This is an optimization exercise on Yosys and OpenROAD, whose aim is small area and a short achievable clock period, not a production implementation. The RTL was checked by simulation tests, not by an equivalence proof against the original design. No activity file was given, so power comes from the tool's default toggle rates.

== run A ==
Design fifo_flags_top, start of the top module:
module fifo_flags_top (
  input  logic        clk,
  input  logic        rst_n,
  input  logic        winc,
  input  logic [31:0] wdata,
  input  logic        wclr_err,
  output logic        wfull,
  output logic        walmost_full,
  output logic        woverflow,
  output logic [6:0]  wlevel,
  input  logic        rinc,
  input  logic        rclr_err,
  output logic [31:0] rdata,
  output logic        rempty,
  output logic        ralmost_empty,
  output logic        runderflow,
  output logic [6:0]  rlevel
);
Size: about 90 I/O pins, about 78000 µm² of cells after synthesis.
export LEC_CHECK = 0
export CAP_MARGIN = 20
export CORE_MARGIN = 2
export CORE_UTILIZATION = 60
export CTS_CLUSTER_DIAMETER = 100
export CTS_CLUSTER_SIZE = 30
export PLACE_DENSITY = 0.62
export SETUP_SLACK_MARGIN = 1.8
export SLEW_MARGIN = 20
create_clock -name core_clock -period 4.0 [get_ports {clk}]
run.sh (not shown) runs the stock make flow with config.mk's settings and CLKGATE_MAP_FILE= SYNTH_SCRIPT=/design/flow/synth_recipe.tcl, a recipe that flattens the netlist after the stock synthesis.
Edits applied to the flow inputs when going from run A to run B:
- CORE_UTILIZATION: 60 -> 55
- SETUP_SLACK_MARGIN: 1.8 -> 1.75
- PLACE_DENSITY: 0.62 -> 0.65
## What came out
Going from run A to run B, via count of the routed design shrinks by 410.
The area fraction of clock buffers and clock inverters of run B and that of run A are within noise of each other.
Going from run A to run B, area growth from synthesis to final layout shrinks by 1.2 points.
Relative to run A, aggregate global-route resource usage decreased by 3.7 points in run B.
Multiplexer fraction of the synthesized cell area: run A vs run B, no meaningful difference
Re sequential share of layout area: run A and run B aren't equal, and the higher value belongs to run B.
Between run A and run B, the flow reports number of clock buffers in the layout decreasing by a little under 10%.
Run B vs run A: design area down in run B
Run B vs. run A: switching fraction of total power was more or less identical, wire length went down by 1.8%.
Inputs modified between run B and run C:
- setting TNS_END_PERCENT to 20 for the first time
- changing CTS_CLUSTER_SIZE from 30 to 25
- changing CORE_UTILIZATION from 55 to 60
- changing PLACE_DENSITY from 0.65 to 0.7
Notes after the runs:
- Summary of run C over run B: slew at the pin with the worst max-slew slack picked up an extra 0.10 ns; met3 track demand over resource in global routing +2.5 points.
- Run C vs run B — effective utilization at floorplan rose 5.0 points.
- Sort run B and run C by setup slack, descending, and run B comes first.
- In run C, half-perimeter wire length after placement is higher than in run B.

========
Setup of lane 1:
The RTL this note starts from:
==> flow/design.v <==
module fifo_flags_top (
  input  logic        clk,
  input  logic        rst_n,
  input  logic        winc,
  input  logic [31:0] wdata,
  input  logic        wclr_err,
  output logic        wfull,
  output logic        walmost_full,
  output logic        woverflow,
  output logic [6:0]  wlevel,
  input  logic        rinc,
  input  logic        rclr_err,
  output logic [31:0] rdata,
  output logic        rempty,
  output logic        ralmost_empty,
  output logic        runderflow,
  output logic [6:0]  rlevel
);
  async_fifo_flags #(
    .WIDTH(32), .DEPTH(64), .SYNC_STAGES(2), .AF_LEVEL(60), .AE_LEVEL(4), .FWFT(0)
  ) u_fifo (
    .wclk(clk), .rclk(clk), .rst_n(rst_n),
    .winc(winc), .wdata(wdata), .wclr_err(wclr_err),
    .wfull(wfull), .walmost_full(walmost_full), .woverflow(woverflow), .wlevel(wlevel),
    .rinc(rinc), .rclr_err(rclr_err), .rdata(rdata), .rempty(rempty),
    .ralmost_empty(ralmost_empty), .runderflow(runderflow), .rlevel(rlevel)
  );
endmodule

package async_fifo_pkg;
  localparam int SYNC_STAGES_MIN = 2;
  localparam int SYNC_STAGES_MAX = 4;
  localparam int PTR_W_MAX       = 32;
  typedef logic [PTR_W_MAX-1:0] ptr_t;
  function automatic logic [PTR_W_MAX-1:0] bin2gray(input logic [PTR_W_MAX-1:0] b);
    bin2gray = b ^ (b >> 1);
  endfunction
  function automatic logic [PTR_W_MAX-1:0] gray2bin(input logic [PTR_W_MAX-1:0] gray);
    logic [PTR_W_MAX-1:0] bin;
    bin = gray;
    for (int i = 1; i < PTR_W_MAX; i++) begin
      bin = bin ^ (gray >> i);
    end
    gray2bin = bin;
  endfunction
endpackage
module gray_ptr_sync #(
  parameter int WIDTH  = 7,
  parameter int STAGES = 2
) (
  input  logic             clk,
  input  logic             rst_n,
  input  logic [WIDTH-1:0] gray_in,
  output logic [WIDTH-1:0] gray_out
);
  logic [STAGES-1:0][WIDTH-1:0] sync_q;
  logic [STAGES-1:0][WIDTH-1:0] sync_d;
  always_comb begin
    sync_d = {sync_q[STAGES-2:0], gray_in};
  end
  always_ff @(posedge clk or negedge rst_n) begin
    if (!rst_n) begin
      sync_q <= '0;
    end else begin
      sync_q <= sync_d;
    end
  end
  assign gray_out = sync_q[STAGES-1];
endmodule
module async_fifo_flags
#(
  parameter int WIDTH       = 32,
  parameter int DEPTH       = 64,
  parameter int SYNC_STAGES = 2,
  parameter int AF_LEVEL    = DEPTH - 4,
  parameter int AE_LEVEL    = 4,
  parameter int FWFT        = 0,
  localparam int ADDR_W     = $clog2(DEPTH)
) (
  input  logic              wclk,
  input  logic              rclk,
  input  logic              rst_n,
  input  logic              winc,
  input  logic [WIDTH-1:0]  wdata,
  input  logic              wclr_err,
  output logic              wfull,
  output logic              walmost_full,
  output logic              woverflow,
  output logic [ADDR_W:0]   wlevel,
  input  logic              rinc,
  input  logic              rclr_err,
  output logic [WIDTH-1:0]  rdata,
  output logic              rempty,
  output logic              ralmost_empty,
  output logic              runderflow,
  output logic [ADDR_W:0]   rlevel
);
  localparam int PTR_W  = ADDR_W + 1;
  localparam int SYNC_N = (SYNC_STAGES < async_fifo_pkg::SYNC_STAGES_MIN) ? async_fifo_pkg::SYNC_STAGES_MIN :
                          (SYNC_STAGES > async_fifo_pkg::SYNC_STAGES_MAX) ? async_fifo_pkg::SYNC_STAGES_MAX : SYNC_STAGES;
  localparam int LAG    = SYNC_N + 1;
  localparam int LO_W   = ADDR_W / 2;
  localparam int HI_W   = ADDR_W - LO_W;
  localparam int LO_N   = 1 << LO_W;
  localparam int HI_N   = 1 << HI_W;
  localparam int LO_COPIES = (HI_N >= 4) ? 4 : HI_N;
  logic [1:0] wrst_q, rrst_q;
  logic       wrst_n, rrst_n;
  always_ff @(posedge wclk or negedge rst_n) begin
    if (!rst_n) wrst_q <= 2'b00;
    else        wrst_q <= {wrst_q[0], 1'b1};
  end
  always_ff @(posedge rclk or negedge rst_n) begin
    if (!rst_n) rrst_q <= 2'b00;
    else        rrst_q <= {rrst_q[0], 1'b1};
  end
  assign wrst_n = wrst_q[1];
  assign rrst_n = rrst_q[1];
  logic [WIDTH-1:0] mem [DEPTH];
  logic [ADDR_W-1:0] wptr_q;
  logic [PTR_W-1:0]  wlevel_q, wbase, wbase_p1, wlevel_d;
  logic              wfull_q, wfull_d, waf_q, waf_d, wovf_q, wovf_d, w_accept;
  logic [LAG-1:0]    racc_hist_q;    
  logic              r_accept;
  always_comb begin
    w_accept = winc && !wfull_q;
    wbase    = wlevel_q - PTR_W'(racc_hist_q[LAG-1]);
    wbase_p1 = wbase + PTR_W'(1);
    wlevel_d = w_accept ? wbase_p1 : wbase;
    wfull_d  = w_accept ? (wbase_p1 == PTR_W'(DEPTH))    : (wbase == PTR_W'(DEPTH));
    waf_d    = w_accept ? (wbase_p1 >= PTR_W'(AF_LEVEL)) : (wbase >= PTR_W'(AF_LEVEL));
    wovf_d   = (winc && wfull_q) ? 1'b1 : (wclr_err ? 1'b0 : wovf_q);
  end
  always_ff @(posedge wclk or negedge wrst_n) begin
    if (!wrst_n) begin
      wptr_q      <= '0;
      wlevel_q    <= '0;
      wfull_q     <= 1'b0;
      waf_q       <= 1'b0;
      wovf_q      <= 1'b0;
      racc_hist_q <= '0;
    end else begin
      wptr_q      <= wptr_q + ADDR_W'(w_accept);
      wlevel_q    <= wlevel_d;
      wfull_q     <= wfull_d;
      waf_q       <= waf_d;
      wovf_q      <= wovf_d;
      racc_hist_q <= {racc_hist_q[LAG-2:0], r_accept};
    end
  end
  always_ff @(posedge wclk) begin
    if (w_accept) mem[wptr_q] <= wdata;
  end
  logic [LO_N-1:0]  rlo_q [LO_COPIES];  
  logic [HI_N-1:0]  rhi_q;           
  logic [PTR_W-1:0] rlevel_q, rbase, rbase_m1, rlevel_d;
  logic             rempty_q, rempty_d, rae_q, rae_d, runf_q, runf_d;
  logic [LAG-1:0]   wacc_hist_q;     
  always_comb begin
    r_accept = rinc && !rempty_q;
    rbase    = rlevel_q + PTR_W'(wacc_hist_q[LAG-1]);
    rbase_m1 = rbase - PTR_W'(1);
    rlevel_d = r_accept ? rbase_m1 : rbase;
    rempty_d = r_accept ? (rbase_m1 == '0)                : (rbase == '0);
    rae_d    = r_accept ? (rbase_m1 <= PTR_W'(AE_LEVEL))  : (rbase <= PTR_W'(AE_LEVEL));
    runf_d   = (rinc && rempty_q) ? 1'b1 : (rclr_err ? 1'b0 : runf_q);
  end
  always_ff @(posedge rclk or negedge rrst_n) begin
    if (!rrst_n) begin
      for (int c = 0; c < LO_COPIES; c++) rlo_q[c] <= LO_N'(1);
      rhi_q       <= HI_N'(1);
      rlevel_q    <= '0;
      rempty_q    <= 1'b1;
      rae_q       <= 1'b1;
      runf_q      <= 1'b0;
      wacc_hist_q <= '0;
    end else begin
      if (r_accept) begin
        for (int c = 0; c < LO_COPIES; c++) rlo_q[c] <= {rlo_q[c][LO_N-2:0], rlo_q[c][LO_N-1]};
        if (rlo_q[0][LO_N-1]) rhi_q <= {rhi_q[HI_N-2:0], rhi_q[HI_N-1]};
      end
      rlevel_q    <= rlevel_d;
      rempty_q    <= rempty_d;
      rae_q       <= rae_d;
      runf_q      <= runf_d;
      wacc_hist_q <= {wacc_hist_q[LAG-2:0], w_accept};
    end
  end
  logic [WIDTH-1:0] grp_word [HI_N];
  logic [WIDTH-1:0] head_word;
  always_comb begin
    for (int g = 0; g < HI_N; g++) begin
      grp_word[g] = '0;
      for (int j = 0; j < LO_N; j++) begin
        grp_word[g] = grp_word[g] | (mem[g*LO_N + j] & {WIDTH{rlo_q[g * LO_COPIES / HI_N][j]}});
      end
    end
    head_word = '0;
    for (int g = 0; g < HI_N; g++) begin
      head_word = head_word | (grp_word[g] & {WIDTH{rhi_q[g]}});
    end
  end
  generate
    if (FWFT != 0) begin : g_fwft
      assign rdata = rempty_q ? '0 : head_word;
    end else begin : g_reg
      logic [WIDTH-1:0] rdata_q;
      always_ff @(posedge rclk or negedge rrst_n) begin
        if (!rrst_n)       rdata_q <= '0;
        else if (r_accept) rdata_q <= head_word;
      end
      assign rdata = rdata_q;
    end
  endgenerate
  assign wfull         = wfull_q;
  assign walmost_full  = waf_q;
  assign woverflow     = wovf_q;
  assign wlevel        = wlevel_q;
  assign rempty        = rempty_q;
  assign ralmost_empty = rae_q;
  assign runderflow    = runf_q;
  assign rlevel        = rlevel_q;
endmodule
Settings: LEC_CHECK=0, CAP_MARGIN=20, CORE_MARGIN=2, CORE_UTILIZATION=60, CTS_CLUSTER_DIAMETER=100, CTS_CLUSTER_SIZE=28, PLACE_DENSITY=0.7, SETUP_SLACK_MARGIN=1.62, SLEW_MARGIN=20; clock period 4.0 ns.
No stage failed in lane 1, and the final checks on the layout all came back clean.
Changes in lane 2 relative to lane 1:
# lane 1
export LEC_CHECK = 0
export CAP_MARGIN = 20
export CORE_MARGIN = 2
export CORE_UTILIZATION = 60
export CTS_CLUSTER_DIAMETER = 100
export CTS_CLUSTER_SIZE = 28
export PLACE_DENSITY = 0.7
export SETUP_SLACK_MARGIN = 1.62
export SLEW_MARGIN = 20
create_clock -name core_clock -period 4.0 [get_ports {clk}]
# lane 2
export LEC_CHECK = 0
export ABC_CLOCK_PERIOD_IN_PS = 2000
export CAP_MARGIN = 20
export CORE_MARGIN = 2
export CORE_UTILIZATION = 70
export PLACE_DENSITY = 0.8
export SETUP_SLACK_MARGIN = 1.7
export SLEW_MARGIN = 20
create_clock -name core_clock -period 4.0 [get_ports {clk}]
--- outcome ---
Status lane 2: flow complete, layout not clean - antenna rules
Lane 1 has completed all stages; timing, DRC and antenna checks passed.
The run with more setup slack is lane 1; lane 2 has less.
[compare] base=lane 1 new=lane 2: critical path depth has increased; area overhead of the layout relative to synthesis went up 7.0 points; multi-input gate share of total cell area shows a reduction of 0.18 points.
Between lane 2 and lane 1, the tightest hold margin is higher for lane 1.
| ratio of cells with drive above 1 in the final layout | lane 2 vs lane 1 | 7.6 points higher |
### lane 2 -> lane 3
# lane 2
export LEC_CHECK = 0
export ABC_CLOCK_PERIOD_IN_PS = 2000
export CAP_MARGIN = 20
export CORE_MARGIN = 2
export CORE_UTILIZATION = 70
export PLACE_DENSITY = 0.8
export SETUP_SLACK_MARGIN = 1.7
export SLEW_MARGIN = 20
create_clock -name core_clock -period 4.0 [get_ports {clk}]
# lane 3
export LEC_CHECK = 0
export CAP_MARGIN = 20
export CORE_MARGIN = 2
export CORE_UTILIZATION = 60
export CTS_CLUSTER_DIAMETER = 100
export CTS_CLUSTER_SIZE = 30
export PLACE_DENSITY = 0.7
export SETUP_SLACK_MARGIN = 1.5
export SLEW_MARGIN = 20
create_clock -name core_clock -period 4.0 [get_ports {clk}]
Results
- Lane 3 closes out successfully: all stages finished, all timing, DRC and antenna checks passed.
- Design area delta for lane 3 relative to lane 2: 5600 um2 lower
- What lane 3 reported for met1 wire length has to be multiplied by 0.939 to get the figure for lane 2.
- Lane 3 has more setup slack than lane 2.
### lane 3 -> lane 4
# lane 3
export LEC_CHECK = 0
export CAP_MARGIN = 20
export CORE_MARGIN = 2
export CORE_UTILIZATION = 60
export CTS_CLUSTER_DIAMETER = 100
export CTS_CLUSTER_SIZE = 30
export PLACE_DENSITY = 0.7
export SETUP_SLACK_MARGIN = 1.5
export SLEW_MARGIN = 20
create_clock -name core_clock -period 4.0 [get_ports {clk}]
# lane 4
export LEC_CHECK = 0
export CAP_MARGIN = 20
export CORE_MARGIN = 2
export CORE_UTILIZATION = 60
export CTS_CLUSTER_DIAMETER = 100
export CTS_CLUSTER_SIZE = 30
export PLACE_DENSITY = 0.7
export SETUP_SLACK_MARGIN = 1.75
export SLEW_MARGIN = 20
create_clock -name core_clock -period 4.0 [get_ports {clk}]
--- outcome ---
- Number of iterations in the first detailed-routing pass ended up 4 lower on lane 4 than on lane 3.
- Maximum fanout along the worst path is higher on lane 3
- Share of total power in sequential cells, lane 3 and lane 4: larger value in lane 3
- Lane 4 vs. lane 3: final critical-path required period went down by 200 ps; global-route wire length before repair went up by 11000 um.
- The run showing the smaller post-detailed-routing wire length is lane 3.
- Cmp lane 4 vs lane 3: placed wire-length estimate after detailed placement lower in lane 4

## what the ideal ports hide
In the flow no input, the clock included, has a driving cell. The finished layouts below were timed again as built, in two steps. Step 1: set_driving_cell puts a clkbuf_16 on clk and a buf_2 on each other input, an assumption about the parent block. Step 2, shift: input delay + t, output delay - t, t = (earliest + latest rising clock arrival at the registers) / 2. This alone moves slack from input paths to output paths. Slacks: no drivers / after step 1 / after step 2; pairs: no drivers / after step 1.
run	shift t [ns]	setup WS [ns]	cell pins on the clock port's net
run A	0.795	1.479 / 1.479 / 1.091	1
run B	0.826	1.453 / 1.453 / 1.010	1
run C	0.845	1.377 / 1.377 / 0.850	1
lane 1	0.807	1.561 / 1.551 / 0.819	1
lane 2	0.911	1.165 / 1.165 / 0.808	1
lane 3	0.803	1.377 / 1.377 / 0.792	1
lane 4	0.798	1.581 / 1.581 / 1.018	1
For lane 1, which loses most, drivers alone change the setup slack by -0.010 ns; drivers and shift together by -0.742 ns.
